This is an optimization exercise on Yosys and OpenROAD, whose aim is small area, not a production implementation.
RTL that was checked went through simulation tests only; none was proved equivalent to the original.
Function not checked in runs 1 to 3: the RTL went through the layout flow alone.

`flow/flow/run.sh`:
```
#!/bin/bash
# Layout flow: the standard ORFS flow (standard synthesis unchanged), with
# the port buffers made of the smallest buffer cell instead of the default
# choice. Every input and output port still gets its own buffer.
set -euo pipefail
bash standard.sh BUFFER_PORTS_ARGS="-buffer_cell sky130_fd_sc_hd__buf_1" finish > orfs_flow.log 2>&1
```
`flow/standard.sh`:
```
#!/bin/bash
# synth_recipe.tcl (not shown) runs the flow's synth.tcl, then flattens the netlist and writes it again
# the make line also repeats each setting of config.mk as NAME=value (left out here)
make -C /OpenROAD-flow-scripts/flow DESIGN_CONFIG=/design/flow/config.mk WORK_HOME=/design/flow/orfs CLKGATE_MAP_FILE= SYNTH_SCRIPT=/design/flow/synth_recipe.tcl "${@:-finish}"
```
`flow/config.mk`:
```
export PLATFORM = sky130hd
export DESIGN_NAME = audio_noise_gate_with_hold
export DESIGN_NICKNAME = audio_noise_gate_with_hold
export VERILOG_FILES = /design/flow/design.v
export SDC_FILE = /design/flow/constraint.sdc
export NUM_CORES = 4
export LEC_CHECK = 0
export CAP_MARGIN = 10
export CORE_MARGIN = 2
export CORE_UTILIZATION = 75
export CTS_BUF_LIST = sky130_fd_sc_hd__clkbuf_16
export CTS_CLUSTER_DIAMETER = 90
export CTS_CLUSTER_SIZE = 24
export SLEW_MARGIN = 10
```
`flow/constraint.sdc`:
```
create_clock -name core_clock -period 12.0 [get_ports {clk_i}]
set_input_delay 2.4000 -clock core_clock [delete_from_list [all_inputs] [get_ports {clk_i}]]
set_output_delay 2.4000 -clock core_clock [all_outputs]
set_load 0.01 [all_outputs]
```
`flow/design.v`:
```
`default_nettype none
package ngate_pkg;
  localparam int SampleBitsDef = 24;
  localparam int CoefBitsDef   = 24;
  localparam int HoldBitsDef   = 20;
  localparam int CfgIdxBits = 3;
  localparam logic [31:0] ThresholdRst = 32'd83886;
  localparam logic [31:0] DetAtkRst    = 32'd16427000;
  localparam logic [31:0] DetRelRst    = 32'd16773721;
  localparam logic [31:0] GainAtkRst   = 32'd16707000;
  localparam logic [31:0] GainRelRst   = 32'd16770000;
  localparam logic [31:0] HoldLenRst   = 32'd480;
endpackage
`default_nettype wire
`default_nettype none
module audio_noise_gate_with_hold #(
  parameter int SAMPLE_BITS = ngate_pkg::SampleBitsDef,
  parameter int COEF_BITS   = ngate_pkg::CoefBitsDef,
  parameter int HOLD_BITS   = ngate_pkg::HoldBitsDef,
  parameter int CFG_BITS    = (SAMPLE_BITS > COEF_BITS)
                              ? ((SAMPLE_BITS > HOLD_BITS) ? SAMPLE_BITS : HOLD_BITS)
                              : ((COEF_BITS > HOLD_BITS) ? COEF_BITS : HOLD_BITS)
) (
  input  wire logic                             clk_i,
  input  wire logic                             rst_ni,
  input  wire logic                             cfg_we_i,
  input  wire logic [ngate_pkg::CfgIdxBits-1:0] cfg_idx_i,
  input  wire logic [CFG_BITS-1:0]              cfg_data_i,
  input  wire logic                             in_valid_i,
  output      logic                             in_ready_o,
  input  wire logic signed [SAMPLE_BITS-1:0]    in_sample_i,
  output      logic                             out_valid_o,
  input  wire logic                             out_ready_i,
  output      logic signed [SAMPLE_BITS-1:0]    out_sample_o,
  output      logic [COEF_BITS:0]               out_gain_o,
  output      logic                             out_gate_open_o
);
  localparam logic [1:0] PH_IDLE = 2'd0;
  localparam logic [1:0] PH_ENV  = 2'd1;
  localparam logic [1:0] PH_GAIN = 2'd2;
  localparam logic [1:0] PH_OUT  = 2'd3;
  logic        en_q;
  logic [23:0] thr_q, da_q, dr_q, ga_q, gr_q;
  logic [19:0] hl_q;
  logic [23:0] env_q;
  logic [24:0] g_q;
  logic [19:0] hc_q;
  logic [24:0] s_q;
  logic        open_q, ov_q, rise_q, b_q, f1_q, f2_q, clr_q;
  logic [1:0]  ph_q;
  logic [4:0]  j_q;
  logic [23:0] wd0, wd1;                   
  logic [7:0]  we;
  assign wd0 = cfg_data_i[23:0] & {24{rst_ni}};
  assign wd1 = cfg_data_i[23:0] | {24{!rst_ni}};
  always_comb begin
    for (int r = 0; r < 8; r++) we[r] = !rst_ni || (cfg_we_i && (cfg_idx_i == 3'(r)));
  end
  logic [23:0] wthr, wda, wdr, wga, wgr, whl;
  assign wthr = (wd1 & ngate_pkg::ThresholdRst[23:0]) | (wd0 & ~ngate_pkg::ThresholdRst[23:0]);
  assign wda  = (wd1 & ngate_pkg::DetAtkRst[23:0])    | (wd0 & ~ngate_pkg::DetAtkRst[23:0]);
  assign wdr  = (wd1 & ngate_pkg::DetRelRst[23:0])    | (wd0 & ~ngate_pkg::DetRelRst[23:0]);
  assign wga  = (wd1 & ngate_pkg::GainAtkRst[23:0])   | (wd0 & ~ngate_pkg::GainAtkRst[23:0]);
  assign wgr  = (wd1 & ngate_pkg::GainRelRst[23:0])   | (wd0 & ~ngate_pkg::GainRelRst[23:0]);
  assign whl  = (wd1 & ngate_pkg::HoldLenRst[23:0])   | (wd0 & ~ngate_pkg::HoldLenRst[23:0]);
  always_ff @(posedge clk_i) begin
    if (we[0]) en_q  <= wd1[0];
    if (we[1]) thr_q <= wthr;
    if (we[2]) da_q  <= wda;
    if (we[3]) dr_q  <= wdr;
    if (we[4]) ga_q  <= wga;
    if (we[5]) gr_q  <= wgr;
    if (we[6]) hl_q  <= whl[19:0];
  end
  logic idle, env, gain, out, go, byp;
  logic [1:0] ph_n;
  logic [4:0] j_n;
  logic j0, scan, mul, ecmp, eupd, hcmp, hdec, gadd, gupd, neg;    
  logic j0_n, scan_n, mul_n, ecmp_n, eupd_n, hcmp_n, hdec_n, gadd_n, gupd_n, neg_n;
  assign idle = (ph_q == PH_IDLE);
  assign env  = (ph_q == PH_ENV);
  assign gain = (ph_q == PH_GAIN);
  assign out  = (ph_q == PH_OUT);
  assign go  = idle && in_valid_i && !ov_q && !clr_q;
  assign byp = go && !en_q;
  always_comb begin
    ph_n = ph_q;
    j_n  = j_q + 5'd1;
    if (idle) begin
      j_n = j_q;
      if (go && en_q) begin
        ph_n = PH_ENV;
        j_n  = 5'd31;
      end
    end else if (hdec || gupd) begin
      ph_n = ph_q + 2'd1;
      j_n  = '0;
    end else if (neg) begin
      ph_n = PH_IDLE;
      j_n  = '0;
    end
  end
  always_comb begin
    j0_n   = (ph_n != PH_IDLE) && (j_n == 5'd0);
    scan_n = (ph_n != PH_IDLE) && (j_n <= 5'd24);
    mul_n  = scan_n && !j0_n;
    ecmp_n = (ph_n == PH_ENV)  && (j_n == 5'd31);
    eupd_n = (ph_n == PH_ENV)  && (j_n == 5'd25);
    hcmp_n = (ph_n == PH_ENV)  && (j_n == 5'd26);
    hdec_n = (ph_n == PH_ENV)  && (j_n == 5'd27);
    gadd_n = (ph_n == PH_GAIN) && (j_n == 5'd25);
    gupd_n = (ph_n == PH_GAIN) && (j_n == 5'd26);
    neg_n  = (ph_n == PH_OUT)  && (j_n == 5'd25);
  end
  assign in_ready_o = neg || byp;
  logic        sgn, x_j, m_j, e_j, g_j, sa, sb, d_env, d_gain, d_nxt;
  logic [31:0] xs, es, gs;
  assign sgn = in_sample_i[23];
  assign xs  = {8'd0, in_sample_i};
  assign es  = {8'd0, env_q};
  assign gs  = {7'd0, g_q};
  assign x_j = xs[j_q];
  assign e_j = es[j_q];
  assign g_j = gs[j_q];
  assign m_j = x_j ^ (sgn & f1_q);
  assign sa  = rise_q ? m_j : e_j;
  assign sb  = rise_q ? e_j : m_j;
  assign d_env  = sa ^ sb ^ f2_q;
  assign d_gain = (j_q == 5'd24) ? (open_q ? !(f2_q || g_j) : g_j)
                                 : (g_j ^ (open_q & f2_q));
  assign d_nxt  = env ? d_env : (gain ? d_gain : m_j);
  logic [24:0] p, q, qx, sum;
  logic [25:0] cy;
  logic        acc_sgn;
  logic        invq, cin;
  logic        p_coef, p_env, p_g, p_hc, p_hl, q_s, q_t;
  logic [23:0] coef;
  logic        hc_nz;
  assign hc_nz = |hc_q;
  assign coef   = env ? (rise_q ? da_q : dr_q) : (open_q ? ga_q : gr_q);
  assign p_coef = b_q && (env || gain) && (mul || gadd);
  assign p_env  = ecmp || eupd || hcmp;
  assign p_g    = gupd || (out && b_q && mul);
  assign p_hc   = hdec && !rise_q;
  assign p_hl   = hdec && rise_q;
  assign q_s    = (idle && ov_q && !clr_q) || ecmp || mul || gadd || eupd || gupd || neg;
  assign q_t    = hcmp;
  assign p = ({25{p_coef}} & {1'b1, coef})
           | ({25{p_env}}  & {1'b0, env_q})
           | ({25{p_g}}    & g_q)
           | ({25{p_hc}}   & {5'd0, hc_q})
           | ({25{p_hl}}   & {5'd0, hl_q});
  assign q = ({25{q_s}} & s_q)
           | ({25{q_t}} & {1'b0, thr_q});
  always_comb begin
    invq = 1'b0;
    cin  = 1'b0;
    if (ecmp)      begin invq = !s_q[24];     cin = invq; end
    else if (eupd) begin invq = rise_q;       cin = invq; end
    else if (hcmp) begin invq = 1'b1; end
    else if (hdec) begin invq = !rise_q && hc_nz; end
    else if (gupd) begin invq = open_q;       cin = invq; end
    else if (neg)  begin invq = rise_q;       cin = invq; end
  end
  assign acc_sgn = (env || gain) && ((q_s && s_q[24]) || p_coef);
  assign qx    = q ^ {25{invq}};
  assign cy[0] = cin;
  for (genvar i = 0; i < 25; i++) begin : g_add
    assign sum[i]  = p[i] ^ qx[i] ^ cy[i];
    assign cy[i+1] = (p[i] & qx[i]) | (p[i] & cy[i]) | (qx[i] & cy[i]);
  end
  always_ff @(posedge clk_i or negedge rst_ni) begin
    if (!rst_ni) begin
      ov_q  <= 1'b0;
      clr_q <= 1'b1;
      ph_q  <= PH_IDLE;
      j_q   <= '0;
      {j0, scan, mul, ecmp, eupd, hcmp, hdec, gadd, gupd, neg} <= '0;
    end else begin
      clr_q <= cfg_we_i && (cfg_idx_i == 3'd0) && !cfg_data_i[0];
      if (in_ready_o && in_valid_i) ov_q <= 1'b1;
      else if (out_ready_i) ov_q <= 1'b0;
      ph_q <= ph_n;
      j_q  <= j_n;
      {j0, scan, mul, ecmp, eupd, hcmp, hdec, gadd, gupd, neg} <=
        {j0_n, scan_n, mul_n, ecmp_n, eupd_n, hcmp_n, hdec_n, gadd_n, gupd_n, neg_n};
    end
  end
  always_ff @(posedge clk_i) begin
    if (ecmp) rise_q <= sum[24];
    else if (hcmp) rise_q <= !sum[24];           
    else if (gupd) rise_q <= sgn;                
    if (clr_q || eupd) env_q <= sum[23:0];
    if (clr_q || gupd) g_q   <= sum[24:0];
    if (clr_q || hdec) hc_q <= sum[19:0];
    if (hdec) open_q <= rise_q || hc_nz;
    else if (byp) open_q <= 1'b0;
    b_q  <= d_nxt;
    f1_q <= scan && (f1_q || x_j);
    f2_q <= scan && (env ? ((!sa && sb) || (!(sa ^ sb) && f2_q)) : (f2_q || g_j));
    if (idle && !ov_q && !clr_q) s_q <= {sgn, in_sample_i};
    else s_q <= scan ? {acc_sgn, sum[24:1]} : sum;
  end
  assign out_valid_o     = ov_q;
  assign out_sample_o    = s_q[23:0];
  assign out_gain_o      = g_q;
  assign out_gate_open_o = open_q;
endmodule
`default_nettype wire
```
==> results_dict.tcl, run 1 <==
set metrics [dict create \
    yosys_register_bits 258 \
    root_buffer "clkbuf_16" \
    synth-seq-area-share 0.595 \
    timing_max_transition_violations_final 0 \
    cts_tree "done" \
    timing.critical_path.from_type "flop" \
    worst_setup_hold_path_clk_slew_ns 0.10 \
    cp-startpoint "hc_q[9]" \
    std_cell_rows 47 \
    crit_fanout 3 \
    clock_sink_count 258 \
    mappedNetlistArea_um2 12400 \
    i_o_pins 108 \
    grt_pass1_wl_mm 49.4 \
    starting_density_of_the_core 0.758 \
    route.final.wire_length_mm 32.4 \
    area.growth.synth_to_final_pct 9.12 \
    synth_area_leader_cell "edfxtp_1" \
    crit-reg2reg-launch "hc_q[9]" \
    clk-insertion-delay-late_ns 0.49 \
    detailed_routing_iteration_count_for_the_pre_antenna_repair_pass 7 \
    setup_tns_ns 0 \
    timing.final.setup_violations 0 \
    grt_setup_unrepaired "true" \
    synth.avg_cell_area_um2 13.7 \
    syn_inst 908 \
    routabilityCongestion 0.994 \
    cts-hold-fix-buffers 0 \
    yosys.cell_count.top_type "edfxtp_1" \
    yosys.cell_types.count 69 \
    startpoint_of_the_most_critical_hold_path "f1_q" \
    timing.final.crit_period_ns 11.90 \
    critical_path.max_stage_delay_ns 0.45 \
    final_hold_violation_count 0 \
    synth_top_area_frac 0.513 \
    worst-slew-pin-transition_ns 0.857 \
    core_region_area_um2 16300 \
    overflow 0 \
    filler_cell_count 881 \
    proportion_of_synthesized_flip_flops_having_asynchronous_set_or_reset 0.0698 \
    multi_input_area_um2 4660 \
    synth_flop_cell "edfxtp_1" \
    critPathTopFamily "adder cells" \
    antenna_found_initial 0 \
    vias 8405 \
    maxSlewHeadroom 0.426 \
    ant_nets 0 \
    die_width_um 133 \
    cts_made_buffers 14 \
    insertedDiodeCount 0 \
    cts_htree_levels 1 \
    number_of_synthesized_flops_with_an_enable_pin 212 \
    arrival_time_of_the_worst_setup_path_ns 12.32 \
    grt_start_max_net_pins 74 \
    die_height_um 133 \
    achievable-frequency_ghz 0.0840 \
    placement.io_buffers 107 \
    grt_pass1_vias 8369 \
    initialDrtViolationCount 1226 \
    crit_slowest_cell "edfxtp_1" \
    hold_slack_ns 0.539 \
    fin_crit_sh 0.992 \
    final_nets 1079 \
    hp-class "flop to flop" \
    max-clock-path-buffers 3 \
    dpl.hpwl_mm 22.9 \
    floorplan.die_area_um2 17600 \
    total_global_routing_track_utilization 0.376 \
    worst-setup-path-type "flop to flop" \
    synth_area_leaders "edfxtp_1, mux2i_1, dfxtp_1, fa_1, mux2_2" \
    drive_above_1_share 0.163 \
    fin_skew_ns 0.0120 \
    cp_num_buf_inv 1 \
    critical_path_required_ns 12.42 \
    setup.worst_path.end_class "flop" \
    seq_area_um2 7380 \
    critPathMostFrequentCell "fa_2" \
    final_design_area_no_fill_um2 13500 \
    wl_per_cell_um 26.5 \
    timing.max_cap.violations 0 \
    postSynthNetCount 995 \
    route.detailed.vias_per_inst 6.89 \
    detailed_place.area_um2 13000 \
    status "no timing/DRC/antenna violations" \
    netlist_top_cells_count "edfxtp_1, mux2i_1, o21ai_0" \
    ys_warn_count 1 \
    residual_drc 0 \
]
[placed cells by master, fill, tap and decap left out, types with 3 or more instances in the layout]
| master | netlist | routed |
|---|---|---|
| o21a_1 | 3 | 3 |
| mux4_2 | 9 | 9 |
| nor4_2 | 1 | 4 |
| o22ai_1 | 4 | 4 |
| fa_2 | 0 | 24 |
| edfxtp_1 | 212 | 212 |
| nor2b_1 | 7 | 7 |
| a211oi_1 | 9 | 9 |
| nand2_1 | 41 | 41 |
| dfrtp_1 | 17 | 17 |
| nor4_1 | 8 | 4 |
| ha_1 | 6 | 5 |
| dfxtp_1 | 28 | 28 |
| buf_1 | 5 | 106 |
| inv_1 | 12 | 19 |
| nand3_1 | 7 | 7 |
| or3_1 | 6 | 6 |
| or2_2 | 4 | 3 |
| nand3b_1 | 4 | 4 |
| o21ai_2 | 0 | 4 |
| a22oi_1 | 32 | 32 |
| a21oi_1 | 29 | 29 |
| nor3_1 | 3 | 3 |
| nor2_1 | 40 | 40 |
| mux2_2 | 43 | 43 |
| a31oi_1 | 3 | 3 |
| buf_4 | 31 | 42 |
| a22o_1 | 3 | 3 |
| clkbuf_16 | 0 | 15 |
| nand2b_1 | 33 | 33 |
| mux2i_1 | 68 | 68 |
| xnor2_1 | 28 | 27 |
| a222oi_1 | 20 | 20 |
| a221o_1 | 5 | 5 |
| o21ai_0 | 52 | 47 |
| and2_1 | 28 | 28 |
[flip-flops by register name (all words and copies together), names as in the netlist, 24 cells and up]
signal  flops
s_q        25
thr_q      24
g_q        25
gr_q       24
ga_q       24
da_q       24
dr_q       24
env_q      24
[cell type report]
type                       instances  area share
clock inverter                     9     0.00444
sequential                       258       0.545
inverter                          13     0.00361
tap                              220      0.0203
multi-input combinational        555       0.345
clock buffer                      15      0.0277
timing repair buffer             150      0.0539
[worst paths after layout]
| check | cells after the start | end | slack (ns) |
|---|---|---|---|
| hold reg to reg | 1 | f1_q | 0.54 |
| hold / removal | 1 | f1_q | 0.54 |
| setup reg to reg | 34 | s_q[23] | 0.10 |
| setup / recovery | 34 | s_q[23] | 0.10 |
| min in group asynchronous | 2 | ecmp | 2.10 |
| max in group asynchronous | 2 | j_q[2] | 9.40 |
[cell families after synthesis]
group                      count (synthesis)  synth area share
DFF                                      258             0.595
and+or+nand+nor                          190            0.0817
AOI/OAI and AO/OA                        183             0.102
muxes                                    121             0.111
adders and majority gates                 31            0.0464
buffers and inverters                     95            0.0412
xor gates and xnor gates                  30            0.0224
[metal layers]
layer	track usage	share of wire	up-vias
li1	-	-	3573
met1	0.530	0.36	4120
met2	0.604	0.48	628
met3	0.0877	0.13	84
met4	0.103	0.029	0
met5	0	0	-
[through the flow]
step / utilization / worst slack, ns / instances
after floorplan: - / 0.0205 / 908
final: 0.828 / 0.101 / 1220
after detailed placement: 0.796 / -0.249 / 1192
after global placement: 0.796 / -0.110 / 1192
after global routing: 0.828 / -0.196 / 1220
after CTS: 0.823 / -0.0115 / 1217
[what timing repair did]
action,4_1_cts,5_1_grt
setup endpoints to repair,4,4
resized for setup,3,6
buffers inserted,1,3
pin swaps,6,28
==> run 2, diff against run 1 <==
--- a/flow/design.v
+++ b/flow/design.v
@@ -160,3 +160,3 @@
     else if (hcmp) begin invq = 1'b1; end
-    else if (hdec) begin invq = !rise_q && hc_nz; end
+    else if (hdec) begin invq = !rise_q && f1_q; end
     else if (gupd) begin invq = open_q;       cin = invq; end
@@ -195,6 +195,6 @@
     if (clr_q || hdec) hc_q <= sum[19:0];
-    if (hdec) open_q <= rise_q || hc_nz;
+    if (hdec) open_q <= rise_q || f1_q;
     else if (byp) open_q <= 1'b0;
     b_q  <= d_nxt;
-    f1_q <= scan && (f1_q || x_j);
+    f1_q <= scan ? (f1_q || x_j) : (hcmp && hc_nz);
     f2_q <= scan && (env ? ((!sa && sb) || (!(sa ^ sb) && f2_q)) : (f2_q || g_j));
==> run 2 against run 1 <==
Net effect: design area is 0.67% lower; sequential cell count stayed put; synthesized area shrank 0.44%; via count grew 2.3%; first-iteration DRC count rose by 2.5%; largest cell class unchanged; highest routed layer unchanged.
==> results_dict.tcl, run 2 <==
set metrics [dict create \
    synth_area_leaders "edfxtp_1, mux2i_1, dfxtp_1, fa_1, mux2_2" \
    cts_made_buffers 14 \
    arrival_time_of_the_worst_setup_path_ns 12.06 \
    total_global_routing_track_utilization 0.393 \
    area.growth.synth_to_final_pct 8.88 \
    die_width_um 132 \
    grt_setup_unrepaired "false" \
    proportion_of_synthesized_flip_flops_having_asynchronous_set_or_reset 0.0698 \
    top_regs "g_q x25, s_q x25" \
    vias 8595 \
    initialDrtViolationCount 1257 \
    ys_warn_count 1 \
    timing.final.crit_period_ns 11.69 \
    i_o_pins 108 \
    yosys.cell_types.count 58 \
    postSynthNetCount 999 \
    achievable-frequency_ghz 0.0855 \
    clock_sink_count 258 \
    starting_density_of_the_core 0.771 \
    maxSlewHeadroom 0.204 \
    timing.critical_path.from_type "flop" \
    filler_cell_count 795 \
    cts-hold-fix-buffers 0 \
    synth-seq-area-share 0.598 \
    critical_path_required_ns 12.37 \
    final_design_area_no_fill_um2 13400 \
    number_of_synthesized_flops_with_an_enable_pin 212 \
    mappedNetlistArea_um2 12300 \
    crit_slowest_cell "fa_1" \
    syn_inst 912 \
    placedCellCount 1186 \
    setup.worst_path.end_class "flop" \
    mostFrequentLayoutCells "edfxtp_1, buf_1, mux2i_1" \
    timing_max_transition_violations_final 0 \
    final_hold_violation_count 0 \
    core_region_area_um2 16000 \
    detailedPlace.worstSlack_ns -0.110 \
    ant_nets 0 \
    most_common_cell_after_layout_fill_and_taps_aside "edfxtp_1" \
    final_cells 1212 \
    detailed_routing_iteration_count_for_the_pre_antenna_repair_pass 8 \
    detailed_place.area_um2 13000 \
    grt_pass1_vias 8418 \
    critical_path.max_stage_delay_ns 0.45 \
    clk-insertion-delay-late_ns 0.49 \
    cts_tree "done" \
    root_buffer "clkbuf_16" \
    insertedDiodeCount 0 \
    status "no timing/DRC/antenna violations" \
    max-clock-path-buffers 3 \
    synth.avg_cell_area_um2 13.5 \
    fin_skew_ns 0.0201 \
    hp-class "flop to flop" \
    timing.final.setup_violations 0 \
    synth_area_leader_cell "edfxtp_1" \
    hold_slack_ns 0.558 \
    route.detailed.vias_per_inst 7.09 \
    worst-setup-path-type "flop to flop" \
    overflow 0 \
    final_nets 1075 \
    route.final.wire_length_mm 34.2 \
    timing.final.ws_setup_ns 0.308 \
    critPathMostFrequentCell "fa_2" \
    drive_above_1_share 0.151 \
    timing.max_cap.violations 0 \
    dpl.hpwl_mm 23.1 \
    synth_flop_cell "edfxtp_1" \
    worst-slew-pin-transition_ns 1.19 \
    antenna_found_initial 0 \
    yosys.cell_count.top_type "edfxtp_1" \
    grt_start_max_net_pins 74 \
    yosys_register_bits 258 \
    residual_drc 0 \
    fin_crit_sh 0.974 \
    wl_per_cell_um 28.2 \
    grt_pass1_wl_mm 51.4 \
    routabilityCongestion 0.963 \
    netlist_top_cells_count "edfxtp_1, mux2i_1, o21ai_0" \
    std_cell_rows 46 \
    worst_setup_hold_path_clk_slew_ns 0.10 \
    die_height_um 132 \
    crit_fanout 5 \
    cts_htree_levels 1 \
    placement.io_buffers 107 \
    synth_top_area_frac 0.516 \
    floorplan.die_area_um2 17500 \
]
run 2: cell count changes in the layout (fill, tap and decap cells not counted), moves of 4 or more:
| cell | previous run | this run |
|---|---|---|
| nor4_2 | 4 | 0 |
| nor4_1 | 4 | 11 |
| xnor2_1 | 27 | 2 |
| mux2i_1 | 68 | 75 |
| nand3_1 | 7 | 11 |
| o22ai_1 | 4 | 0 |
| a22oi_1 | 32 | 28 |
| xor2_1 | 1 | 26 |
| o21ai_0 | 47 | 57 |
| buf_4 | 42 | 36 |
run 2: critical path, delay by kind of cell, from the launching register on:
kind	cells	cell delay [ns]
adders and majority gates	25	9.50
AOI/OAI and AO/OA	4	0.76
xor gates and xnor gates	3	0.70
DFF	1	0.44
buffers and inverters	2	0.16
run 2: per-layer routing:
| layer | routed length (um) | GRT usage | vias to the layer above |
|---|---|---|---|
| met5 | 0 | 0 | - |
| met4 | 943 | 0.115 | 0 |
| met3 | 4540 | 0.0911 | 86 |
| met2 | 16500 | 0.639 | 746 |
| met1 | 12200 | 0.541 | 4186 |
| li1 | - | - | 3577 |
run 2: cell type report:
type	instances	area, um2	area share
well taps	216	270	0.0201
clock inverters	9	38.8	0.00289
multi-input cells	557	4640	0.345
repair buffers	144	684	0.0509
clock buffers	15	375	0.0279
flip-flops and latches	258	7380	0.549
inverters	13	48.8	0.00363
run 2: final timing paths:
kind	startpoint	cells past startpoint	slack (ns)	to
max	ph_q[1]	34	0.31	rise_q
min	f1_q	2	0.56	f1_q
max reg2reg	ph_q[1]	34	0.31	rise_q
min reg2reg	f1_q	2	0.56	f1_q
max in group asynchronous	rst_ni	2	9.36	scan
min in group asynchronous	rst_ni	2	2.06	j_q[2]
run 2: cells by family (layout without fill, tap and decap cells):
family,count (synthesis),in the layout,synth area share
DFF,258,258,0.598
and+or+nand+nor,186,186,0.0780
AOI/OAI and AO/OA,185,185,0.102
muxes,126,126,0.116
buffers and inverters,97,181,0.0377
adders and majority gates,31,31,0.0466
xor gates and xnor gates,29,29,0.0217
run 2: what timing repair did:
item | CTS | global route
pin swaps | 2 | 16
buffers inserted | 0 | 2
gates resized for setup | 5 | 1
endpoints found under the setup margin | 3 | 4
run 2: through the flow:
| step | TNS (ns) | utilization |
|---|---|---|
| after floorplan | 0 | - |
| after global placement | 0 | 0.812 |
| after detailed placement | -0.110 | 0.812 |
| after CTS | 0 | 0.838 |
| after global routing | 0 | 0.840 |
| final | 0 | 0.840 |
==> run 3, diff against run 2 <==
--- a/flow/config.mk
+++ b/flow/config.mk
@@ -7,3 +7,3 @@
 export LEC_CHECK = 0
-export CAP_MARGIN = 10
+export CAP_MARGIN = 0
 export CORE_MARGIN = 2
@@ -13,2 +13,2 @@
 export CTS_CLUSTER_SIZE = 24
-export SLEW_MARGIN = 10
+export SLEW_MARGIN = 0
==> run 3 against run 2 <==
Net effect: still clean; non-clock buffer count is the same; synthesized cell count is the same; setup slack gained 0.0069 ns; critical path depth is the same; critical path type unchanged.
==> results_dict.tcl, run 3 <==
set metrics [dict create \
    worst_setup_hold_path_clk_slew_ns 0.10 \
    final_cells 1212 \
    ant_nets 0 \
    crit-reg2reg-launch "ph_q[1]" \
    placement.io_buffers 107 \
    detailedPlace.worstSlack_ns -0.110 \
    worst-setup-path-type "flop to flop" \
    starting_density_of_the_core 0.771 \
    critical_path_required_ns 12.36 \
    cp_num_cells 34 \
    cp_num_buf_inv 2 \
    grt_setup_unrepaired "false" \
    floorplan.die_area_um2 17500 \
    area.growth.synth_to_final_pct 8.82 \
    timing.final.setup_violations 0 \
    grt_busiest_layer "met2" \
    arrival_time_of_the_worst_setup_path_ns 12.05 \
    postSynthNetCount 999 \
    met2_track_usage_gr 0.639 \
    maxSlewHeadroom 0.107 \
    synth_area_leaders "edfxtp_1, mux2i_1, dfxtp_1, fa_1, mux2_2" \
    clk-insertion-delay-late_ns 0.49 \
    number_of_synthesized_flops_with_an_enable_pin 212 \
    timing.final.crit_period_ns 11.68 \
    synth.avg_cell_area_um2 13.5 \
    synth-seq-area-share 0.598 \
    route.final.wire_length_mm 34.0 \
    critPathMostFrequentCell "fa_2" \
    wl_per_cell_um 28.1 \
    fin_skew_ns 0.0203 \
    grt_pass1_vias 8418 \
    proportion_of_synthesized_flip_flops_having_asynchronous_set_or_reset 0.0698 \
    final_nets 1075 \
    cts_htree_levels 1 \
    placedCellCount 1186 \
    ys_warn_count 1 \
    critical_path.max_stage_delay_ns 0.45 \
    timing.max_cap.violations 0 \
    cts_tree "done" \
    timing.critical_path.from_type "flop" \
    endpoint_of_the_lowest_slack_register_to_register_path "rise_q" \
    timing.final.ws_setup_ns 0.315 \
    overflow 0 \
    grt_pass1_wl_mm 51.4 \
    synth_flop_cell "edfxtp_1" \
    hp-class "flop to flop" \
    clock_sink_count 258 \
    die_height_um 132 \
    top_regs "g_q x25, s_q x25" \
    postLayoutCoreUtil 0.839 \
    cts_made_buffers 14 \
    status "no timing/DRC/antenna violations" \
    gr-usage-met3 0.0911 \
    max-clock-path-buffers 3 \
    critical_path.endpoint "rise_q" \
    final_design_area_no_fill_um2 13400 \
    die_width_um 132 \
    cp-startpoint "ph_q[1]" \
    timing_max_transition_violations_final 0 \
    detailed_place.area_um2 13000 \
    insertedDiodeCount 0 \
    crit_slowest_cell "fa_1" \
    worst-r2r-cell-count 34 \
    most_common_cell_after_layout_fill_and_taps_aside "edfxtp_1" \
    netlist_top_cells_count "edfxtp_1, mux2i_1, o21ai_0" \
    i_o_pins 108 \
    worst-slew-pin-transition_ns 1.34 \
    mostFrequentLayoutCells "edfxtp_1, buf_1, mux2i_1" \
    std_cell_rows 46 \
    mappedNetlistArea_um2 12300 \
    residual_drc 0 \
    filler_cell_count 797 \
    final_hold_violation_count 0 \
    synth_top_area_frac 0.516 \
    routabilityCongestion 0.963 \
    yosys.cell_count.top_type "edfxtp_1" \
    initialDrtViolationCount 1120 \
    vias 8601 \
    grt_start_max_net_pins 74 \
    yosys.cell_types.count 58 \
    fin_crit_sh 0.974 \
    antenna_found_initial 0 \
    reg2reg_slack_ns 0.32 \
    detailed_routing_iteration_count_for_the_pre_antenna_repair_pass 13 \
    achievable-frequency_ghz 0.0856 \
    critPathTopFamily "adder cells" \
    globalRouteMet1Util 0.541 \
    yosys_register_bits 258 \
    core_region_area_um2 16000 \
    drive_above_1_share 0.151 \
    route.detailed.vias_per_inst 7.10 \
    dpl.hpwl_mm 23.1 \
    total_global_routing_track_utilization 0.393 \
    crit_fanout 5 \
    synth_area_leader_cell "edfxtp_1" \
    setup.worst_path.end_class "flop" \
    root_buffer "clkbuf_16" \
    syn_inst 912 \
]
==> run 3: kinds of logic after synthesis <==
kind of cell               Yosys count  synth area share
and+or+nand+nor                    186            0.0780
buffers and inverters               97            0.0377
xor gates and xnor gates            29            0.0217
DFF                                258             0.598
muxes                              126             0.116
AOI/OAI and AO/OA                  185             0.102
adders and majority gates           31            0.0466
==> run 3: layer usage <==
| metal | wire length, um | vias to the layer above |
|---|---|---|
| met5 | 0 | - |
| met3 | 4460 | 90 |
| met4 | 954 | 0 |
| met2 | 16500 | 753 |
| met1 | 12100 | 4187 |
| li1 | - | 3571 |
==> run 3: worst min-delay path: cells and delay by family (launching register included) <==
kind	cells	cell delay [ns]
buffers and inverters	1	0.08
flip-flops	1	0.37
AO/OA/AOI/OAI	1	0.07
==> run 3: worst min path at each step <==
stage / start / endpoint / depth (start not counted)
floorplan: f1_q / f1_q / 2
global placement: f1_q / f1_q / 2
detailed placement: f1_q / f1_q / 2
CTS: f1_q / f1_q / 2
global route: f1_q / f1_q / 2
finish: f1_q / f1_q / 2
==> run 3: layout make-up <==
class	instances	area (um2)	share of cell area
flip-flops and latches	258	7380	0.549
multi-input cells	557	4640	0.345
clock buffers	15	375	0.0279
well taps	216	270	0.0201
clock inverters	9	38.8	0.00289
inverters	13	48.8	0.00363
repair buffers	144	684	0.0510
==> run 3: through the flow <==
step	hold slack [ns]	setup TNS [ns]
2_1_floorplan	0.473	0
3_3_place_gp	0.512	0
3_5_place_dp	0.520	-0.110
4_1_cts	0.551	0
5_1_grt	0.588	0
6_report	0.561	0
==> run 3: timing repair <==
action | in CTS | in global routing
cloned | 0 | 0
pin swaps | 2 | 16
buffers inserted | 0 | 2
hold endpoints to repair | 0 | 0
hold buffers | 0 | 0
gates resized for setup | 5 | 1
setup endpoints to repair | 3 | 4
==> run 4, diff against run 3 <==
--- a/flow/design.v
+++ b/flow/design.v
@@ -74,7 +74,4 @@
   end
-  logic idle, env, gain, out, go, byp;
-  logic [1:0] ph_n;
-  logic [4:0] j_n;
-  logic j0, scan, mul, ecmp, eupd, hcmp, hdec, gadd, gupd, neg;    
-  logic j0_n, scan_n, mul_n, ecmp_n, eupd_n, hcmp_n, hdec_n, gadd_n, gupd_n, neg_n;
+  logic idle, env, gain, out, j0, jhi, scan, mul, ecmp, eupd, hcmp, hdec, gadd, gupd, neg;
+  logic go, byp;
   assign idle = (ph_q == PH_IDLE);
@@ -83,33 +80,15 @@
   assign out  = (ph_q == PH_OUT);
+  assign j0   = (j_q == 5'd0);
+  assign jhi  = j_q[4] & j_q[3] & (j_q[2] | j_q[1] | j_q[0]);   
+  assign scan = !idle && !jhi;                                   
+  assign mul  = scan && !j0;
+  assign ecmp = env  && (j_q == 5'd31);
+  assign eupd = env  && (j_q == 5'd25);
+  assign hcmp = env  && (j_q == 5'd26);
+  assign hdec = env  && (j_q == 5'd27);
+  assign gadd = gain && (j_q == 5'd25);
+  assign gupd = gain && (j_q == 5'd26);
+  assign neg  = out  && (j_q == 5'd25);
   assign go  = idle && in_valid_i && !ov_q && !clr_q;
   assign byp = go && !en_q;
-  always_comb begin
-    ph_n = ph_q;
-    j_n  = j_q + 5'd1;
-    if (idle) begin
-      j_n = j_q;
-      if (go && en_q) begin
-        ph_n = PH_ENV;
-        j_n  = 5'd31;
-      end
-    end else if (hdec || gupd) begin
-      ph_n = ph_q + 2'd1;
-      j_n  = '0;
-    end else if (neg) begin
-      ph_n = PH_IDLE;
-      j_n  = '0;
-    end
-  end
-  always_comb begin
-    j0_n   = (ph_n != PH_IDLE) && (j_n == 5'd0);
-    scan_n = (ph_n != PH_IDLE) && (j_n <= 5'd24);
-    mul_n  = scan_n && !j0_n;
-    ecmp_n = (ph_n == PH_ENV)  && (j_n == 5'd31);
-    eupd_n = (ph_n == PH_ENV)  && (j_n == 5'd25);
-    hcmp_n = (ph_n == PH_ENV)  && (j_n == 5'd26);
-    hdec_n = (ph_n == PH_ENV)  && (j_n == 5'd27);
-    gadd_n = (ph_n == PH_GAIN) && (j_n == 5'd25);
-    gupd_n = (ph_n == PH_GAIN) && (j_n == 5'd26);
-    neg_n  = (ph_n == PH_OUT)  && (j_n == 5'd25);
-  end
   assign in_ready_o = neg || byp;
@@ -160,3 +139,3 @@
     else if (hcmp) begin invq = 1'b1; end
-    else if (hdec) begin invq = !rise_q && f1_q; end
+    else if (hdec) begin invq = !rise_q && hc_nz; end
     else if (gupd) begin invq = open_q;       cin = invq; end
@@ -177,3 +156,2 @@
       j_q   <= '0;
-      {j0, scan, mul, ecmp, eupd, hcmp, hdec, gadd, gupd, neg} <= '0;
     end else begin
@@ -182,6 +160,16 @@
       else if (out_ready_i) ov_q <= 1'b0;
-      ph_q <= ph_n;
-      j_q  <= j_n;
-      {j0, scan, mul, ecmp, eupd, hcmp, hdec, gadd, gupd, neg} <=
-        {j0_n, scan_n, mul_n, ecmp_n, eupd_n, hcmp_n, hdec_n, gadd_n, gupd_n, neg_n};
+      if (idle) begin
+        if (go && en_q) begin
+          ph_q <= PH_ENV;
+          j_q  <= 5'd31;
+        end
+      end else if (hdec || gupd) begin
+        ph_q <= ph_q + 2'd1;
+        j_q  <= '0;
+      end else if (neg) begin
+        ph_q <= PH_IDLE;
+        j_q  <= '0;
+      end else begin
+        j_q <= j_q + 5'd1;
+      end
     end
@@ -195,6 +183,6 @@
     if (clr_q || hdec) hc_q <= sum[19:0];
-    if (hdec) open_q <= rise_q || f1_q;
+    if (hdec) open_q <= rise_q || hc_nz;
     else if (byp) open_q <= 1'b0;
     b_q  <= d_nxt;
-    f1_q <= scan ? (f1_q || x_j) : (hcmp && hc_nz);
+    f1_q <= scan && (f1_q || x_j);
     f2_q <= scan && (env ? ((!sa && sb) || (!(sa ^ sb) && f2_q)) : (f2_q || g_j));
--- a/flow/config.mk
+++ b/flow/config.mk
@@ -7,8 +7,9 @@
 export LEC_CHECK = 0
-export CAP_MARGIN = 0
+export ABC_AREA = 1
+export CAP_MARGIN = 20
 export CORE_MARGIN = 2
-export CORE_UTILIZATION = 75
+export CORE_UTILIZATION = 78
 export CTS_BUF_LIST = sky130_fd_sc_hd__clkbuf_16
-export CTS_CLUSTER_DIAMETER = 90
-export CTS_CLUSTER_SIZE = 24
-export SLEW_MARGIN = 0
+export CTS_CLUSTER_DIAMETER = 80
+export CTS_CLUSTER_SIZE = 20
+export SLEW_MARGIN = 20
==> run 4 against run 3 <==
Net effect: count of clock-buffer cells in the layout is 2 higher; utilization is 3.9 points higher; via count is 16% higher; first-iteration DRC count is 23% higher; global-route usage is 3.4 points higher; worst hold slack worse by 0.077 ns; fmax hardly changed; setup slack better by 0.010 ns; die area is 4.6% lower; critical path type unchanged; critical endpoint unchanged.
==> results_dict.tcl, run 4 <==
set metrics [dict create \
    arrival_time_of_the_worst_setup_path_ns 11.92 \
    crit_slowest_cell "fa_2" \
    proportion_of_synthesized_flip_flops_having_asynchronous_set_or_reset 0.0361 \
    detailed_place.area_um2 12900 \
    detailedPlace.worstSlack_ns -0.105 \
    synth-compound-area-share 0.119 \
    synthXorXnorAreaFrac 0.0179 \
    synth-seq-area-share 0.585 \
    floorplan.die_area_um2 16700 \
    number_of_synthesized_flops_with_an_enable_pin 212 \
    antenna_found_initial 0 \
    worst-slew-pin-transition_ns 1.12 \
    synthMuxAreaShare 0 \
    final_hold_violation_count 0 \
    hp-class "flop to flop" \
    area.growth.synth_to_final_pct 9.65 \
    insertedDiodeCount 0 \
    vias 9937 \
    cts_made_buffers 16 \
    netlist_top_cells_count "nand2_1, edfxtp_1, nor2_1" \
    filler_cell_count 696 \
    route.detailed.vias_per_inst 6.65 \
    route.final.wire_length_mm 35.0 \
    std_cell_rows 45 \
    hold_slack_ns 0.485 \
    critPathMostFrequentCell "fa_2" \
    timing.final.ws_setup_ns 0.326 \
    achievable-frequency_ghz 0.0857 \
    fin_crit_sh 0.973 \
    detailed_routing_iteration_count_for_the_pre_antenna_repair_pass 5 \
    total_global_routing_track_utilization 0.427 \
    i_o_pins 108 \
    final_design_area_no_fill_um2 13400 \
    mappedNetlistArea_um2 12200 \
    crit_fanout 8 \
    final_nets 1364 \
    starting_density_of_the_core 0.801 \
    setup_tns_ns 0 \
    top_regs "g_q x25, s_q x25" \
    critPathTopFamily "adder cells" \
    overflow 0 \
    timing.final.setup_violations 0 \
    reg2reg_slack_ns 0.33 \
    startpoint_of_the_most_critical_hold_path "f1_q" \
    min_to "f1_q" \
    clk-insertion-delay-late_ns 0.50 \
    yosys_register_bits 249 \
    fin_skew_ns 0.0162 \
    worst-r2r-cell-count 42 \
    critical_path_required_ns 12.24 \
    postSynthNetCount 1275 \
    maxUsedRoutingLayer "met4" \
    ys_warn_count 1 \
    hold_depth 2 \
    wl_per_cell_um 23.4 \
    grt_pass1_wl_mm 52.6 \
    status "no timing/DRC/antenna violations" \
    synth_area_leader_cell "edfxtp_1" \
    timing.final.crit_period_ns 11.67 \
    setup.worst_path.end_class "flop" \
    max-clock-path-buffers 3 \
    grt_pass1_vias 9351 \
    clock_sink_count 249 \
    synth_adder_area_share 0.0501 \
    cts_htree_levels 1 \
    synth_top_family_by_area "simple AND/OR/NAND/NOR gates" \
    synth_top_area_frac 0.521 \
    initialDrtViolationCount 1376 \
    drive_above_1_share 0.113 \
    syn_inst 1185 \
    die_height_um 129 \
    cp_num_buf_inv 4 \
    placement.io_buffers 107 \
    yosys.cell_types.count 45 \
    synth_flop_cell "edfxtp_1" \
    grt_setup_unrepaired "false" \
    routabilityCongestion 0.969 \
    cts-hold-fix-buffers 0 \
    residual_drc 0 \
    synth_area_leaders "edfxtp_1, nand2_1, dfxtp_1, fa_1, nor2_1" \
    dpl.hpwl_mm 24.0 \
    worst_setup_hold_path_clk_slew_ns 0.08 \
    timing.critical_path.from_type "flop" \
    cts_tree "done" \
    timing_max_transition_violations_final 0 \
    synth.avg_cell_area_um2 10.3 \
    mostFrequentLayoutCells "nand2_1, edfxtp_1, nor2_1" \
    grt_start_max_net_pins 65 \
    met2WireLength_mm 16.3 \
    timing.max_cap.violations 0 \
    detail_route.wirelength.met1_mm 12.3 \
    crit-reg2reg-launch "ph_q[1]" \
    core_region_area_um2 15300 \
    detailroute.wirelength.met3_mm 5.34 \
    worst-setup-path-type "flop to flop" \
    root_buffer "clkbuf_16" \
    ant_nets 0 \
    yosys.area_share.simple 0.158 \
    die_width_um 129 \
    critical_path.max_stage_delay_ns 0.42 \
    most_common_cell_after_layout_fill_and_taps_aside "nand2_1" \
    endpoint_of_the_lowest_slack_register_to_register_path "rise_q" \
    maxSlewHeadroom 0.253 \
    yosys.cell_count.top_type "nand2_1" \
]
## run 4: final cells by class
| type | count | area [um2] | area share |
|---|---|---|---|
| Sequential cell | 249 | 7150 | 0.534 |
| Multi-Input combinational cell | 740 | 4340 | 0.324 |
| Timing Repair Buffer | 154 | 756 | 0.0564 |
| Inverter | 113 | 427 | 0.0318 |
| Clock buffer | 17 | 425 | 0.0317 |
| Tap cell | 211 | 264 | 0.0197 |
| Clock inverter | 10 | 42.5 | 0.00317 |
## run 4: metrics by stage
step                       util  instances
final                     0.879       1494
after CTS                 0.877       1493
after global placement    0.845       1466
after detailed placement  0.845       1466
after global routing      0.879       1494
after floorplan               -       1185
## run 4: kinds of logic (layout without fill, tap and decap cells)
group	after synthesis	in the layout
XOR/XNOR	25	25
AND/OR/NAND/NOR	445	445
buffers and inverters	196	294
flip-flops	249	249
adder cells (fa/ha/maj)	34	34
AO/OA/AOI/OAI	236	236
## run 4: worst register-to-register path, delay by kind of cell (launching register included)
family,cells,cell delay [ns]
xor gates and xnor gates,1,0.16
buffers and inverters,4,0.32
DFF,1,0.41
adders and majority gates,25,9.43
and+or+nand+nor,12,1.14
## run 4: timing repair
action,4_1_cts,5_1_grt
setup endpoints to repair,4,5
endpoints found under the hold margin,0,0
pin swaps,5,14
gates resized for setup,5,5
setup buffers,0,1
## run 4: worst max-delay path by stage
| stage | start | end | depth (start not counted) |
|---|---|---|---|
| 2_1_floorplan | j_q[0] | rise_q | 46 |
| 3_3_place_gp | ph_q[1] | rise_q | 42 |
| 3_5_place_dp | ph_q[1] | rise_q | 42 |
| 4_1_cts | j_q[1] | rise_q | 41 |
| 5_1_grt | j_q[1] | rise_q | 42 |
| 6_report | ph_q[1] | rise_q | 42 |
## run 4: metal layers
| metal | up-vias | global-route usage |
|---|---|---|
| met5 | - | 0 |
| met4 | 0 | 0.130 |
| met3 | 111 | 0.0813 |
| met2 | 979 | 0.673 |
| met1 | 4606 | 0.618 |
| li1 | 4241 | - |
==> run 5, diff against run 4 <==
--- a/flow/config.mk
+++ b/flow/config.mk
@@ -10,3 +10,3 @@
 export CORE_MARGIN = 2
-export CORE_UTILIZATION = 78
+export CORE_UTILIZATION = 70
 export CTS_BUF_LIST = sky130_fd_sc_hd__clkbuf_16
==> run 5 against run 4 <==
Net effect: critical endpoint unchanged; utilization is 9.6 points lower; sequential share of layout area down 0.17 points; critical path type unchanged; synthesized area unchanged; design area increased by 0.32%.
==> results_dict.tcl, run 5 <==
set metrics [dict create \
    synth.avg_cell_area_um2 10.3 \
    final_design_area_no_fill_um2 13400 \
    synth_top_area_frac 0.521 \
    die_height_um 136 \
    cts_htree_levels 1 \
    wl_per_cell_um 22.4 \
    filler_cell_count 1124 \
    yosys.cell_count.top_type "nand2_1" \
    cp_num_buf_inv 5 \
    fin_skew_ns 0.0149 \
    floorplan.die_area_um2 18500 \
    achievable-frequency_ghz 0.0853 \
    most_common_cell_after_layout_fill_and_taps_aside "nand2_1" \
    synthMuxAreaShare 0 \
    ys_warn_count 1 \
    timing.critical_path.from_type "flop" \
    residual_drc 0 \
    initialDrtViolationCount 1214 \
    synth_flop_cell "edfxtp_1" \
    yosys_register_bits 249 \
    syn_inst 1185 \
    synth_area_leaders "edfxtp_1, nand2_1, dfxtp_1, fa_1, nor2_1" \
    synth_top_family_by_area "simple AND/OR/NAND/NOR gates" \
    critical_path.max_stage_delay_ns 0.41 \
    mostFrequentLayoutCells "nand2_1, edfxtp_1, nor2_1" \
    setup.worst_path.end_class "flop" \
    crit_slowest_cell "fa_2" \
    seq_area_um2 7150 \
    timing_max_transition_violations_final 0 \
    fin_crit_sh 0.977 \
    critPathTopFamily "adder cells" \
    root_buffer "clkbuf_16" \
    timing.final.setup_violations 0 \
    setup_tns_ns 0 \
    timing.final.crit_period_ns 11.72 \
    final_hold_violation_count 0 \
    final_nets 1367 \
    maxSlewHeadroom 0.271 \
    antenna_found_initial 1 \
    route.final.wire_length_mm 33.8 \
    route.detailed.vias_per_inst 6.33 \
    core_region_area_um2 17200 \
    number_of_synthesized_flops_with_an_enable_pin 212 \
    starting_density_of_the_core 0.712 \
    cts-hold-fix-buffers 0 \
    overflow 0 \
    synth-seq-area-share 0.585 \
    i_o_pins 108 \
    ant_nets 0 \
    arrival_time_of_the_worst_setup_path_ns 11.98 \
    synth_adder_area_share 0.0501 \
    timing.max_cap.violations 0 \
    detailed_place.area_um2 12900 \
    clk-insertion-delay-late_ns 0.50 \
    yosys.area_share.simple 0.158 \
    max-clock-path-buffers 3 \
    crit_fanout 4 \
    worst_setup_hold_path_clk_slew_ns 0.08 \
    vias 9570 \
    grt_pass1_wl_mm 51.5 \
    synth-compound-area-share 0.119 \
    grt_pass1_vias 9068 \
    postLayoutCoreUtil 0.783 \
    clock_sink_count 249 \
    worst-setup-path-type "flop to flop" \
    synth_area_leader_cell "edfxtp_1" \
    cts_made_buffers 16 \
    synthXorXnorAreaFrac 0.0179 \
    top_regs "g_q x25, s_q x25" \
    drive_above_1_share 0.111 \
    std_cell_rows 48 \
    area.growth.synth_to_final_pct 10.0 \
    dpl.hpwl_mm 23.7 \
    proportion_of_synthesized_flip_flops_having_asynchronous_set_or_reset 0.0361 \
    cts_tree "done" \
    worst-slew-pin-transition_ns 1.09 \
    critPathMostFrequentCell "fa_2" \
    total_global_routing_track_utilization 0.375 \
    status "no timing/DRC/antenna violations" \
    detailed_routing_iteration_count_for_the_pre_antenna_repair_pass 6 \
    critical_path_required_ns 12.26 \
    placement.io_buffers 107 \
    die_width_um 136 \
    yosys.cell_types.count 45 \
    multi_input_area_um2 4320 \
    hp-class "flop to flop" \
    postSynthNetCount 1275 \
    netlist_top_cells_count "nand2_1, edfxtp_1, nor2_1" \
    routabilityCongestion 0.989 \
    grt_start_max_net_pins 65 \
    grt_setup_unrepaired "false" \
    hold_slack_ns 0.489 \
    mappedNetlistArea_um2 12200 \
]
-- run 5: cell counts after synthesis --
Identical to the previous run, type by type.
-- run 5: worst register-to-register path: cells and delay by family, from the launching register on --
kind	cells	cell delay (ns)
flops	1	0.39
fa+ha+maj	25	9.50
simple gates	10	0.93
buf+inv	5	0.48
compound gates	2	0.19
-- run 5: kinds of logic (layout without fill, tap and decap cells) --
family	Yosys count	after routing
xor gates and xnor gates	25	25
buffers and inverters	196	297
other	0	1
DFF	249	249
AOI/OAI and AO/OA	236	236
and+or+nand+nor	445	445
adders and majority gates	34	34
-- run 5: area by class of cell --
cell class / instances / area share
Sequential cell: 249 / 0.532
Multi-Input combinational cell: 740 / 0.322
Timing Repair Buffer: 157 / 0.0588
Inverter: 113 / 0.0317
Clock buffer: 17 / 0.0316
Tap cell: 225 / 0.0209
Clock inverter: 10 / 0.00326
Antenna cell: 1 / 0.000186
-- run 5: metal layers --
layer  track usage  part of all wire  vias to the layer above
met4         0.123             0.028                        0
met1         0.564              0.40                     4490
met5             0                 0                        -
met2         0.562              0.45                      759
li1              -                 -                     4247
met3        0.0690              0.13                       74
-- run 5: final timing paths --
| check | startpoint | endpoint | slack, ns | cells past startpoint |
|---|---|---|---|---|
| max | j_q[1] | rise_q | 0.28 | 42 |
| min | f1_q | f1_q | 0.49 | 2 |
| max reg2reg | j_q[1] | rise_q | 0.28 | 42 |
| min reg2reg | f1_q | f1_q | 0.49 | 2 |
| max in group asynchronous | rst_ni | ph_q[0] | 9.46 | 2 |
| min in group asynchronous | rst_ni | j_q[1] | 2.06 | 2 |
-- run 5: through the flow --
stage / instances / setup WS, ns
finish: 1512 / 0.279
global route: 1512 / 0.00288
CTS: 1510 / 0.0281
detailed placement: 1483 / -0.0240
global placement: 1483 / 0.0518
floorplan: 1185 / 0.0170
-- run 5: timing repair --
item	4_1_cts	5_1_grt
pin swaps	2	6
endpoints found under the hold margin	0	0
setup buffers	0	1
resized for setup	2	5
endpoints found under the setup margin	1	5
==> run 6, diff against run 5 <==
--- a/flow/config.mk
+++ b/flow/config.mk
@@ -10,6 +10,6 @@
 export CORE_MARGIN = 2
-export CORE_UTILIZATION = 70
+export CORE_UTILIZATION = 75
 export CTS_BUF_LIST = sky130_fd_sc_hd__clkbuf_16
-export CTS_CLUSTER_DIAMETER = 80
-export CTS_CLUSTER_SIZE = 20
+export CTS_CLUSTER_DIAMETER = 90
+export CTS_CLUSTER_SIZE = 24
 export SLEW_MARGIN = 20
==> run 6 against run 5 <==
Net effect: still clean; global-route usage grew 2.8 points; via count grew 3.0%; worst hold slack lost 0.0036 ns; synthesized cell count is the same; sequential cell count is the same; count of clock-buffer cells in the layout shrank 2; routed wire length grew 2.0%; utilization grew 6.0 points; first-iteration DRC count grew 13%; critical endpoint unchanged; highest routed layer unchanged.
==> results_dict.tcl, run 6 <==
set metrics [dict create \
    yosys.cell_types.count 45 \
    detailed_routing_iteration_count_for_the_pre_antenna_repair_pass 6 \
    yosys.cell_count.top_type "nand2_1" \
    cp-startpoint "j_q[0]" \
    critical_path.max_stage_delay_ns 0.43 \
    insertedDiodeCount 0 \
    cts-hold-fix-buffers 0 \
    fin_crit_sh 0.972 \
    final_cells 1499 \
    final_hold_violation_count 0 \
    cts_htree_levels 1 \
    grt_pass1_wl_mm 53.4 \
    cts_tree "done" \
    antenna_found_initial 0 \
    final_design_area_no_fill_um2 13400 \
    hp-class "flop to flop" \
    grt_start_max_net_pins 65 \
    max-clock-path-buffers 3 \
    synth_flop_cell "edfxtp_1" \
    ys_warn_count 1 \
    area.growth.synth_to_final_pct 9.56 \
    initialDrtViolationCount 1371 \
    clk-insertion-delay-late_ns 0.49 \
    reg2reg_slack_ns 0.33 \
    cts_made_buffers 14 \
    fin_skew_ns 0.0184 \
    yosys_register_bits 249 \
    netlist_top_cells_count "nand2_1, edfxtp_1, nor2_1" \
    worst_setup_hold_path_clk_slew_ns 0.10 \
    synth_area_leaders "edfxtp_1, nand2_1, dfxtp_1, fa_1, nor2_1" \
    route.final.wire_length_mm 34.5 \
    critical_path_required_ns 12.25 \
    routabilityCongestion 0.932 \
    proportion_of_synthesized_flip_flops_having_asynchronous_set_or_reset 0.0361 \
    achievable-frequency_ghz 0.0857 \
    top_regs "g_q x25, s_q x25" \
    dpl.hpwl_mm 23.7 \
    crit-reg2reg-launch "j_q[0]" \
    most_common_cell_after_layout_fill_and_taps_aside "nand2_1" \
    timing.final.crit_period_ns 11.67 \
    crit_fanout 5 \
    die_width_um 132 \
    postSynthNetCount 1275 \
    worst-slew-pin-transition_ns 0.962 \
    std_cell_rows 46 \
    grt_setup_unrepaired "false" \
    detailed_place.area_um2 12900 \
    crit_slowest_cell "fa_2" \
    route.detailed.vias_per_inst 6.58 \
    drive_above_1_share 0.112 \
    floorplan.die_area_um2 17300 \
    wl_per_cell_um 23.0 \
    starting_density_of_the_core 0.770 \
    status "no timing/DRC/antenna violations" \
    maxSlewHeadroom 0.354 \
    critPathMostFrequentCell "fa_2" \
    timing.max_cap.violations 0 \
    placement.io_buffers 107 \
    syn_inst 1185 \
    synth.avg_cell_area_um2 10.3 \
    startpoint_of_the_most_critical_hold_path "f1_q" \
    core_region_area_um2 15900 \
    number_of_synthesized_flops_with_an_enable_pin 212 \
    ant_nets 0 \
    synth_top_area_frac 0.521 \
    synth-seq-area-share 0.585 \
    total_global_routing_track_utilization 0.403 \
    clock_sink_count 249 \
    timing_max_transition_violations_final 0 \
    residual_drc 0 \
    final_nets 1365 \
    root_buffer "clkbuf_16" \
    mappedNetlistArea_um2 12200 \
    vias 9856 \
    i_o_pins 108 \
    placedCellCount 1474 \
    grt_pass1_vias 9606 \
    die_height_um 132 \
    timing.critical_path.from_type "flop" \
    overflow 0 \
    mostFrequentLayoutCells "nand2_1, edfxtp_1, nor2_1" \
    synth_area_leader_cell "edfxtp_1" \
    setup.worst_path.end_class "flop" \
    worst-setup-path-type "flop to flop" \
    arrival_time_of_the_worst_setup_path_ns 11.92 \
    timing.final.setup_violations 0 \
]
run 6: cell counts after synthesis:
No cell type changed its count.
run 6: critical path: cells and delay by family, from the launching register on:
kind,cells,cell delay (ns)
adder cells (fa/ha/maj),25,9.41
AND/OR/NAND/NOR,10,0.92
flip-flops,1,0.39
buffers and inverters,4,0.36
AO/OA/AOI/OAI,2,0.34
run 6: worst paths after layout:
| check | endpoint | depth (start not counted) |
|---|---|---|
| max in group asynchronous | j_q[3] | 2 |
| hold / removal | f1_q | 2 |
| min in group asynchronous | ph_q[1] | 2 |
| hold reg to reg | f1_q | 2 |
| setup / recovery | rise_q | 41 |
| setup reg to reg | rise_q | 41 |
run 6: per-layer routing:
layer / GRT usage / vias up / part of all wire
met5: 0 / - / 0
met4: 0.136 / 0 / 0.034
met3: 0.0918 / 119 / 0.15
met2: 0.633 / 900 / 0.46
met1: 0.567 / 4589 / 0.36
li1: - / 4248 / -
run 6: area by class of cell:
cell class	count	area, um2
clock buffer	15	375
clock inverter	9	46.3
fill	891	2490
inverter	113	427
multi-input combinational	740	4340
sequential	249	7150
tap	216	270
timing repair buffer	157	778
run 6: logic make-up after synthesis:
logic type | count (synthesis) | synth area share
buf+inv | 196 | 0.0702
simple gates | 445 | 0.158
compound gates | 236 | 0.119
fa+ha+maj | 34 | 0.0501
flops | 249 | 0.585
xor+xnor | 25 | 0.0179
run 6: per-stage QoR:
stage / worst slack [ns] / utilization / setup TNS, ns / hold slack, ns
3_3_place_gp: 0.0409 / 0.814 / 0 / 0.470
4_1_cts: 0.00523 / 0.841 / 0 / 0.489
6_report: 0.331 / 0.843 / 0 / 0.485
3_5_place_dp: -0.0732 / 0.814 / -0.0732 / 0.467
5_1_grt: 0.0375 / 0.843 / 0 / 0.527
2_1_floorplan: 0.0170 / - / 0 / 0.442
run 6: what timing repair did:
item / CTS / global route
setup buffers: 0 / 1
setup endpoints to repair: 4 / 5
pin swaps: 4 / 12
resized for setup: 6 / 3
==> run 7, diff against run 6 <==
--- a/flow/config.mk
+++ b/flow/config.mk
@@ -7,4 +7,3 @@
 export LEC_CHECK = 0
-export ABC_AREA = 1
-export CAP_MARGIN = 20
+export CAP_MARGIN = 10
 export CORE_MARGIN = 2
@@ -14,2 +13,3 @@
 export CTS_CLUSTER_SIZE = 24
-export SLEW_MARGIN = 20
+export GPL_TIMING_DRIVEN = 0
+export SLEW_MARGIN = 10
==> run 7 against run 6 <==
Net effect: now fails the layout checks on negative setup slack; clock skew is 0.0037 ns higher; via count is 8.1% lower; setup slack worse by 0.71 ns; count of clock-buffer cells in the layout stayed put; synthesized cell count is 25% lower; synthesized area is 1.4% lower; global-route usage is 4.7 points higher; cell count is 16% lower; sequential cell count stayed put; routed wire length is 9.5% higher; largest cell class unchanged; highest routed layer unchanged.
==> results_dict.tcl, run 7 <==
set metrics [dict create \
    status "finished with violations" \
    check.faults "negative setup slack" \
    number_of_synthesized_flops_with_an_enable_pin 212 \
    maxSlewHeadroom 0.203 \
    worst_setup_hold_path_clk_slew_ns 0.10 \
    dpl.hpwl_mm 26.2 \
    crit_fanout 4 \
    critical_path_required_ns 12.24 \
    yosys.cell_types.count 63 \
    timing.critical_path.from_type "flop" \
    fin_skew_ns 0.0221 \
    grt_pass1_vias 8840 \
    synth_area_leader_cell "edfxtp_1" \
    drive_above_1_share 0.174 \
    floorplan.die_area_um2 17100 \
    grt_start_max_net_pins 26 \
    mostFrequentLayoutCells "edfxtp_1, buf_1, mux2i_1" \
    arrival_time_of_the_worst_setup_path_ns 12.62 \
    fin_crit_sh 1.03 \
    hp-class "flop to flop" \
    timing.final.crit_period_ns 12.37 \
    final_hold_violation_count 0 \
    timing_max_transition_violations_final 0 \
    total_global_routing_track_utilization 0.450 \
    antenna_found_initial 1 \
    max-clock-path-buffers 3 \
    setup_tns_ns -1.35 \
    overflow 0 \
    cts_made_buffers 14 \
    cp-startpoint "j_q[1]" \
    cts_tree "done" \
    setup.worst_path.end_class "flop" \
    starting_density_of_the_core 0.762 \
    synth_top_area_frac 0.528 \
    final_nets 1122 \
    root_buffer "clkbuf_16" \
    grt_busiest_layer "met2" \
    area.growth.synth_to_final_pct 13.3 \
    yosys_register_bits 249 \
    routabilityCongestion 1.02 \
    grt_pass1_wl_mm 54.7 \
    initialDrtViolationCount 1386 \
    route.detailed.vias_per_inst 7.20 \
    worst-slew-pin-transition_ns 1.19 \
    synth.avg_cell_area_um2 13.5 \
    most_common_cell_after_layout_fill_and_taps_aside "edfxtp_1" \
    ys_warn_count 1 \
    ant_nets 0 \
    core_region_area_um2 15800 \
    grt_setup_unrepaired "true" \
    critical_path.max_stage_delay_ns 0.47 \
    residual_drc 0 \
    mappedNetlistArea_um2 12100 \
    detailed_routing_iteration_count_for_the_pre_antenna_repair_pass 8 \
    reg2reg_slack_ns -0.37 \
    hold_slack_ns 0.495 \
    crit_slowest_cell "or4b_4" \
    synth_flop_cell "edfxtp_1" \
    filler_cell_count 714 \
    proportion_of_synthesized_flip_flops_having_asynchronous_set_or_reset 0.0361 \
    cts_htree_levels 1 \
    netlist_top_cells_count "edfxtp_1, mux2i_1, o21ai_0" \
    seq_area_um2 7150 \
    syn_inst 892 \
    wl_per_cell_um 30.1 \
    achievable-frequency_ghz 0.0808 \
    clk-insertion-delay-late_ns 0.50 \
    die_height_um 131 \
    cts-hold-fix-buffers 0 \
    top_regs "g_q x25, s_q x25" \
    multi_input_area_um2 4610 \
    postSynthNetCount 982 \
    yosys.cell_count.top_type "edfxtp_1" \
    die_width_um 131 \
    synth-seq-area-share 0.593 \
    critPathMostFrequentCell "fa_2" \
    worst-setup-path-type "flop to flop" \
    clock_sink_count 249 \
    std_cell_rows 46 \
    synth_area_leaders "edfxtp_1, mux2i_1, dfxtp_1, fa_1, mux2_2" \
    timing.final.setup_violations 4 \
    gr-usage-met3 0.121 \
    vias 9055 \
    timing.final.ws_setup_ns -0.374 \
    route.final.wire_length_mm 37.8 \
    placement.io_buffers 107 \
    timing.max_cap.violations 0 \
    crit-reg2reg-launch "j_q[1]" \
    met2_track_usage_gr 0.712 \
    globalRouteMet1Util 0.606 \
    startpoint_of_the_most_critical_hold_path "f1_q" \
    i_o_pins 108 \
]
==> run 7: cell count changes in the layout (fill, tap and decap cells not counted), moves of 25 or more <==
cell	previous run	this run
nor2_1	127	40
nand2_1	229	46
inv_1	106	15
mux2i_1	0	70
nand2b_1	0	30
and2_1	1	26
o22ai_1	31	4
nand3_1	42	4
clkbuf_1	0	31
o21ai_0	86	49
mux2_2	0	40
==> run 7: repair_timing <==
action	4_1_cts	5_1_grt
buffers inserted	14	0
resized for setup	31	4
endpoints found under the setup margin	10	5
pin swaps	7	5
==> run 7: final cells by class <==
| type | instances | share of cell area |
|---|---|---|
| clock buffers | 15 | 0.0275 |
| repair buffers | 126 | 0.0447 |
| well taps | 216 | 0.0198 |
| diodes | 1 | 0.000183 |
| multi-input cells | 550 | 0.337 |
| clock inverters | 9 | 0.00531 |
| plain buffers | 79 | 0.0372 |
| inverters | 12 | 0.00440 |
| flip-flops and latches | 249 | 0.524 |
==> run 7: path summary, 6_finish.rpt <==
| check | cells after the start | to |
|---|---|---|
| setup / recovery | 38 | rise_q |
| hold / removal | 1 | f1_q |
| setup reg to reg | 38 | rise_q |
| hold reg to reg | 1 | f1_q |
| max in group asynchronous | 1 | j_q[1] |
| min in group asynchronous | 1 | ov_q |
==> run 7: per-layer routing <==
layer / routed length, um / share of wire / vias up
met5: 0 / 0 / -
met4: 1860 / 0.049 / 0
met3: 5750 / 0.15 / 153
met2: 17400 / 0.46 / 909
met1: 12700 / 0.34 / 4363
li1: - / - / 3630
==> run 7: logic make-up (layout without fill, tap and decap cells) <==
group                      after synthesis  after routing  synth area share
xor gates and xnor gates                28             28            0.0216
buffers and inverters                   93            241            0.0391
AOI/OAI and AO/OA                      191            191             0.107
adders and majority gates               34             34            0.0508
other                                    0              1                 0
DFF                                    249            249             0.593
muxes                                  119            119             0.112
and+or+nand+nor                        178            178            0.0764
==> run 7: metrics by stage <==
step	cell area (um2)	std cells	setup WS, ns	utilization
2_1_floorplan	12200	892	0.0292	-
3_3_place_gp	12800	1215	-0.878	0.811
3_5_place_dp	13000	1220	-0.979	0.821
4_1_cts	13700	1257	-0.276	0.863
5_1_grt	13700	1256	-0.557	0.863
6_report	13700	1257	-0.374	0.863
==> run 7: critical path, delay by kind of cell (launching register included) <==
family | cells | cell delay (ns)
AOI/OAI and AO/OA | 2 | 0.28
xor gates and xnor gates | 3 | 0.58
adders and majority gates | 25 | 9.04
buffers and inverters | 4 | 0.55
DFF | 1 | 0.46
and+or+nand+nor | 4 | 1.16

[separate check: timing with driven ports]
How much do the figures lean on ideal ports? The routed layouts below were timed once more, with nothing changed but the port constraints. Step 1 sets driving cells, clkbuf_16 on the clock port and buf_2 on the other inputs (assumed; they add their load-dependent delay and slew). Step 2, shift: input delay + t, output delay - t, t = (earliest + latest rising clock arrival at the registers) / 2. This alone moves slack from input paths to output paths. a / b / c = no drivers / after step 1 / after step 2; a / b = the first two.
| run | t, ns | slack for setup (ns) | worst hold slack (ns) | slew at the worst register clock pin (ns) |
|---|---|---|---|---|
| run 1 | 0.531 | 0.101 / 0.101 / 0.101 | 0.539 / 0.539 / 0.539 | 0.10 / 0.10 |
| run 2 | 0.524 | 0.308 / 0.308 / 0.308 | 0.558 / 0.558 / 0.558 | 0.10 / 0.10 |
| run 3 | 0.525 | 0.315 / 0.315 / 0.315 | 0.561 / 0.561 / 0.561 | 0.10 / 0.10 |
| run 4 | 0.532 | 0.326 / 0.326 / 0.326 | 0.485 / 0.485 / 0.485 | 0.09 / 0.09 |
| run 5 | 0.542 | 0.279 / 0.279 / 0.279 | 0.489 / 0.489 / 0.489 | 0.08 / 0.08 |
| run 6 | 0.525 | 0.331 / 0.331 / 0.331 | 0.485 / 0.485 / 0.485 | 0.10 / 0.10 |
| run 7 | 0.532 | -0.374 / -0.374 / -0.374 | 0.495 / 0.495 / 0.495 | 0.10 / 0.10 |
